From an optimization exercise on the open Yosys and OpenROAD flow, aimed at a short achievable clock period and few clock cycles; shortcuts taken in it are not production practice.
Only simulation tests tie the RTL to the original design; equivalence was not proved.
No activity file was given, so power comes from the tool's default toggle rates.

## flow/design.v

```verilog
`timescale 1ns/1ps
module cache_lines (
	input  logic         clk,
	input  logic         rst_n,
	input  logic [29:0]  addr,
	input  logic         wr_word,
	input  logic [31:0]  wdata,
	input  logic         fill,
	input  logic         filling,
	input  logic         fill_wr,
	input  logic [127:0] fill_data,
	output logic         hit,
	output logic         dirty,
	output logic [31:0]  rdata,
	output logic [27:0]  victim_block,
	output logic [127:0] victim_data
);
	localparam int INDEX_W = 3;
	localparam int TAG_W = 25;
	localparam int LINES = 1 << INDEX_W;
	logic [127:0]       data_mem [0:LINES-1];
	logic [TAG_W-1:0]   tag_mem  [0:LINES-1];
	logic [LINES-1:0]   valid_q;
	logic [LINES-1:0]   dirty_q;
	logic [INDEX_W-1:0] idx;
	logic [TAG_W-1:0]   tag;
	logic [1:0]         word;
	logic [LINES-1:0]   line_hit;
	logic [127:0]       fill_line;
	assign idx = addr[4:2];
	assign tag = addr[29:5];
	assign word = addr[1:0];
	always_comb begin
		for (int i = 0; i < LINES; i++)
			line_hit[i] = valid_q[i] && (tag_mem[i] == tag);
	end
	assign hit = line_hit[idx];
	assign dirty = valid_q[idx] && dirty_q[idx];
	assign rdata = data_mem[idx][word*32 +: 32];
	assign victim_block = {tag_mem[idx], idx};
	assign victim_data = data_mem[idx];
	always_comb begin
		fill_line = fill_data;
		if (fill_wr)
			fill_line[word*32 +: 32] = wdata;
	end
	always_ff @(posedge clk or negedge rst_n) begin
		if (!rst_n) begin
			valid_q <= '0;
			dirty_q <= '0;
		end else if (fill) begin
			valid_q[idx] <= 1'b1;
			dirty_q[idx] <= fill_wr;
		end else if (wr_word) begin
			dirty_q[idx] <= 1'b1;
		end
	end
	always_ff @(posedge clk) begin
		if (fill || wr_word) begin
			if (filling)
				data_mem[idx] <= fill_line;
			else
				data_mem[idx][word*32 +: 32] <= wdata;
		end
		if (fill)
			tag_mem[idx] <= tag;
	end
endmodule
`timescale 1ns/1ps
module cache_ctrl (
	input  logic         clk,
	input  logic         rst_n,
	input  logic         cpu_read,
	input  logic         cpu_write,
	input  logic [29:0]  cpu_addr,
	input  logic [31:0]  cpu_wdata,
	output logic [31:0]  cpu_rdata,
	output logic         cpu_stall,
	output logic         nxt_req,
	output logic         nxt_sure,
	output logic         nxt_maybe,
	output logic         nxt_write,
	output logic         nxt_fill,
	output logic         nxt_wfill,
	output logic [27:0]  nxt_block,
	output logic [127:0] nxt_wdata,
	input  logic         mem_ack,
	input  logic         own_wfill,
	input  logic         link_ack,
	input  logic [127:0] mem_rdata
);
	localparam logic [1:0] IDLE = 2'd0;
	localparam logic [1:0] DONE = 2'd1;
	localparam logic [1:0] WB   = 2'd2;
	localparam logic [1:0] FILL = 2'd3;
	logic [1:0]   state;
	logic [1:0]   state_next;
	logic         live;
	logic         hit;
	logic         dirty;
	logic         wr_word;
	logic         wr_q;
	logic         fill;
	logic [31:0]  rdata;
	logic [31:0]  rdata_q;
	logic         done_q;
	logic [27:0]  victim_block;
	logic [127:0] victim_data;
	assign live = cpu_read || cpu_write;
	assign wr_word = (state == DONE) && wr_q;
	assign fill = (state == FILL) && mem_ack;
	cache_lines u_lines (
		.clk          (clk),
		.rst_n        (rst_n),
		.addr         (cpu_addr),
		.wr_word      (wr_word),
		.wdata        (cpu_wdata),
		.fill         (fill),
		.filling      (state == FILL),
		.fill_wr      (wr_q),
		.fill_data    (mem_rdata),
		.hit          (hit),
		.dirty        (dirty),
		.rdata        (rdata),
		.victim_block (victim_block),
		.victim_data  (victim_data)
	);
	always_comb begin
		state_next = state;
		case (state)
			IDLE: begin
				if (live)
					state_next = hit ? DONE : (dirty ? WB : FILL);
			end
			DONE: state_next = IDLE;
			WB: begin
				if (mem_ack)
					state_next = FILL;
			end
			FILL: begin
				if (mem_ack)
					state_next = wr_q ? IDLE : DONE;
			end
			default: state_next = IDLE;
		endcase
	end
	always_ff @(posedge clk or negedge rst_n) begin
		if (!rst_n) begin
			state <= IDLE;
			done_q <= 1'b0;
		end else begin
			state <= state_next;
			done_q <= (state_next == DONE);
		end
	end
	always_ff @(posedge clk) begin
		wr_q <= cpu_write;
		if (state == FILL) begin
			rdata_q <= mem_rdata[cpu_addr[1:0]*32 +: 32];
		end else begin
			rdata_q <= rdata;
		end
	end
	assign nxt_req = (state_next == WB) || (state_next == FILL);
	assign nxt_sure = (state == WB) || ((state == FILL) && !mem_ack);
	assign nxt_maybe = (state == IDLE) && live;
	assign nxt_fill = (state == WB) ? mem_ack : (state == FILL);
	assign nxt_write = (state == WB) ? !mem_ack : ((state == IDLE) && dirty);
	assign nxt_wfill = (state_next == FILL) && cpu_write;
	assign nxt_block = nxt_write ? victim_block : cpu_addr[29:2];
	assign nxt_wdata = victim_data;
	assign cpu_rdata = rdata_q;
	assign cpu_stall = !(done_q || (own_wfill && link_ack));
endmodule
`timescale 1ns/1ps
module mem_arbiter (
	input  logic         clk,
	input  logic         rst_n,
	input  logic         p0_req,
	input  logic         p0_sure,
	input  logic         p0_maybe,
	input  logic         p0_write,
	input  logic         p0_fill,
	input  logic         p0_wfill,
	input  logic [27:0]  p0_block,
	input  logic [127:0] p0_wdata,
	input  logic         p1_req,
	input  logic         p1_sure,
	input  logic         p1_maybe,
	input  logic         p1_write,
	input  logic         p1_fill,
	input  logic         p1_wfill,
	input  logic [27:0]  p1_block,
	input  logic [127:0] p1_wdata,
	input  logic         p0_done,
	input  logic         p1_done,
	output logic         p0_ack,
	output logic         p1_ack,
	output logic         p0_own_wfill,
	output logic         p1_own_wfill,
	output logic         mem_req,
	output logic         mem_write,
	output logic [27:0]  mem_block,
	output logic [127:0] mem_wdata,
	input  logic         mem_ack
);
	logic         busy;
	logic         owner;
	logic         cand;
	logic         due;
	logic         ahead;
	logic         busy_next;
	logic         owner_next;
	logic         pick;
	logic         sel;
	logic         write_q;
	logic [27:0]  block_q;
	logic [127:0] wdata_q;
	logic [1:0]   own_wfill_q;
	logic signed [7:0] diff;
	logic signed [7:0] diff_next;
	always_comb begin
		diff_next = diff;
		if (p0_done && !p1_done && diff != 8'sd127)
			diff_next = diff + 8'sd1;
		else if (p1_done && !p0_done && diff != -8'sd127)
			diff_next = diff - 8'sd1;
	end
	always_ff @(posedge clk or negedge rst_n) begin
		if (!rst_n)
			diff <= '0;
		else
			diff <= diff_next;
	end
	always_comb begin
		if (p0_sure && p1_sure) begin
			if (p0_fill != p1_fill)
				pick = p1_fill;
			else
				pick = ahead;
		end else if (p0_sure || p1_sure) begin
			pick = p1_sure;
		end else if (p0_maybe && p1_maybe) begin
			pick = ahead;
		end else begin
			pick = p1_maybe;
		end
	end
	always_comb begin
		busy_next = busy;
		owner_next = owner;
		if (busy) begin
			if (mem_ack)
				busy_next = 1'b0;
		end else if (mem_req) begin
			busy_next = 1'b1;
			owner_next = cand;
		end
	end
	assign sel = busy_next ? owner_next : pick;
	always_ff @(posedge clk or negedge rst_n) begin
		if (!rst_n) begin
			busy <= 1'b0;
			owner <= 1'b0;
			cand <= 1'b0;
			due <= 1'b0;
			own_wfill_q <= 2'b00;
			ahead <= 1'b0;
		end else begin
			busy <= busy_next;
			owner <= owner_next;
			cand <= sel;
			due <= busy_next || (sel ? p1_req : p0_req);
			own_wfill_q[0] <= busy_next && !owner_next && p0_wfill;
			own_wfill_q[1] <= busy_next && owner_next && p1_wfill;
			ahead <= (diff_next > 8'sd0);
		end
	end
	always_ff @(posedge clk) begin
		write_q <= sel ? p1_write : p0_write;
		block_q <= sel ? p1_block : p0_block;
		wdata_q <= sel ? p1_wdata : p0_wdata;
	end
	assign mem_req = due && !mem_ack;
	assign mem_write = write_q;
	assign mem_block = block_q;
	assign mem_wdata = wdata_q;
	assign p0_ack = busy && !owner && mem_ack;
	assign p1_ack = busy && owner && mem_ack;
	assign p0_own_wfill = own_wfill_q[0];
	assign p1_own_wfill = own_wfill_q[1];
endmodule
`timescale 1ns/1ps
module cache_subsystem (
	input  logic         clk,
	input  logic         rst_n,
	input  logic         port0_read,
	input  logic         port0_write,
	input  logic [29:0]  port0_addr,
	input  logic [31:0]  port0_wdata,
	output logic [31:0]  port0_rdata,
	output logic         port0_stall,
	input  logic         port1_read,
	input  logic         port1_write,
	input  logic [29:0]  port1_addr,
	input  logic [31:0]  port1_wdata,
	output logic [31:0]  port1_rdata,
	output logic         port1_stall,
	output logic         mem_req,
	output logic         mem_write,
	output logic [27:0]  mem_block,
	output logic [127:0] mem_wdata,
	input  logic         mem_ack,
	input  logic [127:0] mem_rdata
);
	logic         c0_req, c1_req;
	logic         c0_write, c1_write;
	logic         c0_fill, c1_fill;
	logic         c0_sure, c1_sure;
	logic         c0_wfill, c1_wfill;
	logic         c0_own_wfill, c1_own_wfill;
	logic         c0_maybe, c1_maybe;
	logic [27:0]  c0_block, c1_block;
	logic [127:0] c0_wdata, c1_wdata;
	logic         c0_ack, c1_ack;
	cache_ctrl u_cache0 (
		.clk       (clk),
		.rst_n     (rst_n),
		.cpu_read  (port0_read),
		.cpu_write (port0_write),
		.cpu_addr  (port0_addr),
		.cpu_wdata (port0_wdata),
		.cpu_rdata (port0_rdata),
		.cpu_stall (port0_stall),
		.nxt_req   (c0_req),
		.nxt_sure  (c0_sure),
		.nxt_maybe (c0_maybe),
		.nxt_write (c0_write),
		.nxt_fill  (c0_fill),
		.nxt_wfill (c0_wfill),
		.nxt_block (c0_block),
		.nxt_wdata (c0_wdata),
		.mem_ack   (c0_ack),
		.own_wfill (c0_own_wfill),
		.link_ack  (mem_ack),
		.mem_rdata (mem_rdata)
	);
	cache_ctrl u_cache1 (
		.clk       (clk),
		.rst_n     (rst_n),
		.cpu_read  (port1_read),
		.cpu_write (port1_write),
		.cpu_addr  (port1_addr),
		.cpu_wdata (port1_wdata),
		.cpu_rdata (port1_rdata),
		.cpu_stall (port1_stall),
		.nxt_req   (c1_req),
		.nxt_sure  (c1_sure),
		.nxt_maybe (c1_maybe),
		.nxt_write (c1_write),
		.nxt_fill  (c1_fill),
		.nxt_wfill (c1_wfill),
		.nxt_block (c1_block),
		.nxt_wdata (c1_wdata),
		.mem_ack   (c1_ack),
		.own_wfill (c1_own_wfill),
		.link_ack  (mem_ack),
		.mem_rdata (mem_rdata)
	);
	mem_arbiter u_arbiter (
		.clk         (clk),
		.rst_n       (rst_n),
		.p0_req      (c0_req),
		.p0_sure     (c0_sure),
		.p0_maybe    (c0_maybe),
		.p0_write    (c0_write),
		.p0_fill     (c0_fill),
		.p0_wfill    (c0_wfill),
		.p0_block    (c0_block),
		.p0_wdata    (c0_wdata),
		.p1_req      (c1_req),
		.p1_sure     (c1_sure),
		.p1_maybe    (c1_maybe),
		.p1_write    (c1_write),
		.p1_fill     (c1_fill),
		.p1_wfill    (c1_wfill),
		.p1_block    (c1_block),
		.p1_wdata    (c1_wdata),
		.p0_done     (!port0_stall && (port0_read || port0_write)),
		.p1_done     (!port1_stall && (port1_read || port1_write)),
		.p0_ack      (c0_ack),
		.p0_own_wfill (c0_own_wfill),
		.p1_ack      (c1_ack),
		.p1_own_wfill (c1_own_wfill),
		.mem_req     (mem_req),
		.mem_write   (mem_write),
		.mem_block   (mem_block),
		.mem_wdata   (mem_wdata),
		.mem_ack     (mem_ack)
	);
endmodule
```

## flow/run.sh

```bash
#!/bin/bash
# synth_recipe.tcl (not shown) runs the flow's synth.tcl, then flattens the netlist and writes it again
# the make line also repeats each setting of config.mk as NAME=value (left out here)
make -C /OpenROAD-flow-scripts/flow DESIGN_CONFIG=/design/flow/config.mk WORK_HOME=/design/flow/orfs CLKGATE_MAP_FILE= SYNTH_SCRIPT=/design/flow/synth_recipe.tcl finish
```

## flow/config.mk

```make
export PLATFORM = sky130hd
export DESIGN_NAME = cache_subsystem
export DESIGN_NICKNAME = cache_subsystem
export VERILOG_FILES = /design/flow/design.v
export SDC_FILE = /design/flow/constraint.sdc
export NUM_CORES = 4
export LEC_CHECK = 0
export ABC_CLOCK_PERIOD_IN_PS = 2000
export CAP_MARGIN = 20
export CORE_MARGIN = 2
export CORE_UTILIZATION = 45
export SETUP_SLACK_MARGIN = 3.4
export SLEW_MARGIN = 20
export TNS_END_PERCENT = 100
```

## flow/constraint.sdc

```tcl
create_clock -name core_clock -period 6.0 [get_ports {clk}]
set_input_delay 1.2000 -clock core_clock [delete_from_list [all_inputs] [get_ports {clk}]]
set_output_delay 1.2000 -clock core_clock [all_outputs]
set_load 0.01 [all_outputs]
```

==> run summary <==
-- logic make-up (layout without fill, tap and decap cells) --
| logic type | after synthesis | count (layout) | share of synthesized area |
|---|---|---|---|
| other | 0 | 24 | 0 |
| buffers and inverters | 622 | 1944 | 0.0255 |
| AND/OR/NAND/NOR | 1494 | 1518 | 0.0637 |
| multiplexers | 289 | 289 | 0.0378 |
| adder cells (fa/ha/maj) | 24 | 24 | 0.00268 |
| XOR/XNOR | 408 | 408 | 0.0319 |
| AO/OA/AOI/OAI | 2077 | 2077 | 0.131 |
| flip-flops | 2724 | 2724 | 0.708 |
-- through the flow --
stage,std cells,instance area [µm²]
after global routing,12300,147000
after detailed placement,11200,126000
after global placement,11200,126000
final,12300,147000
after CTS,12100,143000
after floorplan,7638,118000
-- what timing repair did --
item,CTS,global route
endpoints found under the setup margin,4915,2513
buffers inserted,354,138
gates resized for setup,2084,493
cloned,69,26
endpoints found under the hold margin,0,0
pin swaps,183,149
-- where the power goes --
group | internal (mW) | switching, mW
clock network | 10.9 | 7.68
registers | 22.3 | 1.25
logic | 5.13 | 8.78
total | 38.3 | 17.7
-- worst register-to-register path, cell delays in order, from the launching register on --
cell      delay [ns]
dfrtp_1         0.44
mux4_2          0.49
o211ai_1        0.10
o21a_2          0.21
o31ai_4         0.07
buf_12          0.16
buf_6           0.15
o211ai_1        0.90
o21ai_1         0.16
-- area by class of cell --
cell class | count | area [µm²] | share of cell area
Sequential cell | 2724 | 79700 | 0.544
Clock buffer | 411 | 8510 | 0.0580
Antenna cell | 24 | 60.1 | 0.000410
Tap cell | 3330 | 4170 | 0.0284
Clock inverter | 125 | 1180 | 0.00806
Inverter | 27 | 211 | 0.00144
Timing Repair Buffer | 1379 | 15800 | 0.108
Multi-Input combinational cell | 4316 | 37000 | 0.252
Timing Repair inverter | 2 | 25.0 | 0.000171
-- sequential cells by signal (all words and copies together), names as in the netlist, 2 cells and up --
register / cells
u_cache1.u_lines.valid_q: 8
u_cache1.rdata_q: 32
u_arbiter.own_wfill_q: 2
u_cache1.state: 2
u_cache1.u_lines.tag_mem: 200
u_cache0.u_lines.tag_mem: 200
u_cache0.state: 2
u_cache0.u_lines.valid_q: 8
u_cache0.u_lines.dirty_q: 8
u_cache1.u_lines.dirty_q: 8
u_arbiter.block_q: 28
u_cache0.u_lines.data_mem: 1024
u_arbiter.diff: 8
u_cache1.u_lines.data_mem: 1024
u_cache0.rdata_q: 32
u_arbiter.wdata_q: 128
-- per-layer routing --
metal / GRT usage / routed length [µm] / part of all wire
met1: 0.498 / 176000 / 0.33
met5: 0 / 272 / 0.00051
met4: 0.355 / 58600 / 0.11
met2: 0.573 / 221000 / 0.42
met3: 0.118 / 73300 / 0.14
-- worst max path at each step --
stage | cells past startpoint | slack [ns] | to
2_1_floorplan | 9 | 2.87 | u_cache0.u_lines.data_mem[3][0]
3_3_place_gp | 10 | 0.85 | u_cache0.rdata_q[22]
3_5_place_dp | 9 | 0.93 | u_arbiter.wdata_q[114]
4_1_cts | 4 | 3.10 | port0_stall
5_1_grt | 3 | 3.08 | port0_stall
6_report | 4 | 3.10 | port0_stall
-- placed cells by master, fill, tap and decap left out, drive strengths merged, types with 25 or more instances in the layout --
cell type	count
nor3	64
a22oi	908
and3	38
mux2	33
dfxtp	223
buf	1110
a221oi	123
xor2	236
nor4	78
nand4	201
a211oi	25
clkdlybuf4s50	191
mux4	104
clkinv	91
nor2b	73
o211ai	26
dfrtp	53
xnor2	172
and4	41
nand2	330
inv	32
clkbuf	465
o22ai	283
a32oi	129
a21oi	255
mux2i	152
a22o	73
o21ai	175
nor2	599
edfxtp	2448
nand3	44
==> impl.org <==
** Synth
- In the synthesized netlist, the number of instances is 7638.
- Of the synthesized area, sequential elements account for 0.708.
- In the post-synthesis netlist, the biggest area contributors are edfxtp_1 66%, a22oi_1 6.1%, dfxtp_1 4.0%.
- By instance count, the leading cell after synthesis is edfxtp_1.
- Count of warnings emitted by yosys :: 3
- Post-synth ARST share :: 0.0195
- Synthesis-stage register bit count :: 2724
- Each instance of the synthesized netlist takes up on average 14.7 µm².
- In the synthesized netlist the dominant register cell turns out to be edfxtp_1.
- Synthesis produced a netlist with a net count of 7921.
- Sorting the synthesized cells by how often they occur yields 2448 x edfxtp_1, 908 x a22oi_1, 582 x nor2_1, 327 x nand2_1, 294 x clkbuf_1.
- Of the post-synthesis cell area, the dominant cell type holds 0.656.
- Total standard cell area after synthesis :: 112000 µm²
- The biggest area contributor in the post-synthesis netlist is edfxtp_1.
- EDFF count, synth :: 2448
- In this run, distinct cell masters in the synthesized netlist total 77.

** CTS
- In this run the clock root is driven by a clkbuf_16.
- The clock passes through at most 4 buffers.
- The clock drives 2724 sinks.
- Clock latency reported for the late side of the worst-skew pair :: 0.98 ns
- Count of hold buffers inserted by post-cts repair :: 0
- H-Tree Level Count :: 5
- Number of buffers inserted during clock tree synthesis :: 307
- TritonCTS built the clock tree.
- Clock-pin slew was measured on the worst setup and hold paths at 0.06 ns.

** Worst setup path
- At the worst endpoint, the arrival time is 1.70 ns.
- Cell count of the worst reg-to-reg path :: 8
- STA classifies the critical path endpoint as an output port.
- Worst path buffer plus inverter count :: 3
- Largest delay contributor family on the critical path :: buffers and inverters
- In this run the worst setup path begins at mem_ack.
- For this run, the slowest stage of the critical path takes 0.23 ns.
- Worst flop-to-flop path startpoint :: u_cache0.u_lines.valid_q[1]
- The worst setup path is of the in -> out kind.
- The worst register-to-register path ends at u_arbiter.block_q[6].
- Cell with the biggest individual delay on the critical path :: a21o_4
- Startpoint Class :: input pin
- Top fanout value on the critical path :: 4
- Internal reg-to-reg setup slack :: 3.13 ns
- Walking the worst path, the cells encountered are buf_12, a21o_4, inv_2, buf_6.
- Crit path required time :: 4.80 ns

** Routing
- The count of nets left with antenna violations once routing finished came out at 0.
- Number of iterations in the first detailed-routing pass :: 9
- Post-route DRC violation count :: 0
- Number of DRC markers in iteration 0 :: 15900
- Dividing the detail-routed via count by the number of cells gives 6.98.
- The routed design has 530 mm of wire.
- After detailed routing, the average wire length per cell comes to 42.9 µm.
- The routed layout has 86200 vias.

** Power
- VDD IR-drop max :: 449 µV
- In this run the power density over the cells is 382 nW/µm².
- Pleak :: 48.4 nW
- Total chip power :: 56.0 mW

** Place
- Number of input and output port buffers inserted :: 482
- Global placement routability congestion :: 0.995
- Detailed placement finished with a half-perimeter wire length of 321 mm.
- At the placement stage, the worst setup path has a slack of 0.925 ns.

** STA
- In this run the tightest slew margin relative to its limit is 0.220.
- Setup total negative slack on the finished layout was measured at 0 ns.
- Setup violations remaining at the end of the flow were counted as 0.
- Derived from the worst setup path, the maximum achievable clock frequency is 345 MHz.
- Count of final max-slew check failures :: 0
- For the pin with the worst max-slew slack, the measured transition is 1.17 ns.
- Clock skew on the completed layout was measured at 0.0576 ns.
- Final clock period utilization by the worst path :: 0.483
- Min Clock Period, post-route :: 2.90 ns
- Final number of hold-violating endpoints :: 0
- Worst Hold Slack :: 0.440 ns
- Setup repair after global routing missed its margin :: yes
- Setup slack of the critical path after layout :: 3.10 ns

** Floorplanning
- X dimension of the die :: 503 µm
- Core Region :: 248000 µm²
- During I/O placement, the number of pins put on the boundary was 483.
- Die Area :: 253000 µm²
- Initial standard-cell utilization of the core :: 0.452
- Row cnt :: 183
- The die is 503 µm tall.

** Flow run
- Max-cap violations :: 0

** Global route
- The initial antenna violation count was 50.
- Entering global routing, the biggest net connects 121 pins.
- The first global-routing pass estimated 688 mm of wire.
- Across every metal layer, demand over resource in global routing totals 0.402.
- Summed over all layers, the global routing overflow is 0.
- Number of global-route vias before repair :: 78800

** Min path
- The path class of the tightest hold or removal check is in -> async.

** Final layout
- Proportion of layout cells with a drive suffix above 1 :: 0.324
- Relative to the synthesized area, the layout overhead comes to 30.9%.
- At the end of the flow, the number of nets in the layout was 9040.
- Fill cells in the final layout number 18900.
- Core occupancy in the finished layout :: 0.591

** Status
- The run finished with no timing, DRC or antenna violations.
Testbench counts, summed over its fixed seeds: cycles 23,653.

[afterwards: timing with drivers on the ports]
Ports are ideal in the flow. The routed layout listed here was re-timed in OpenROAD. Step 1, drivers: a clkbuf_16 drives clk and a buf_2 each remaining input, both assumed. Step 2 times the ports against the registers' clock, not the clock port: input delays grow and output delays shrink by t, the midpoint of the rising clock arrivals with the driver on. Slacks: no drivers / after step 1 / after step 2; pairs: no drivers / after step 1.
t, ns: 1.055
setup slack, ns: 3.104 / 2.896 / 1.841
latest minus earliest clock arrival (ns): 0.069 / 0.068
slew at the worst register clock pin (ns): 0.07 / 0.07
worst slew at a driven data input, ns: 0.36
After both steps this run still meets setup and hold. The setup slack of this run moves by -0.208 ns with the drivers and by -1.263 ns with both steps.
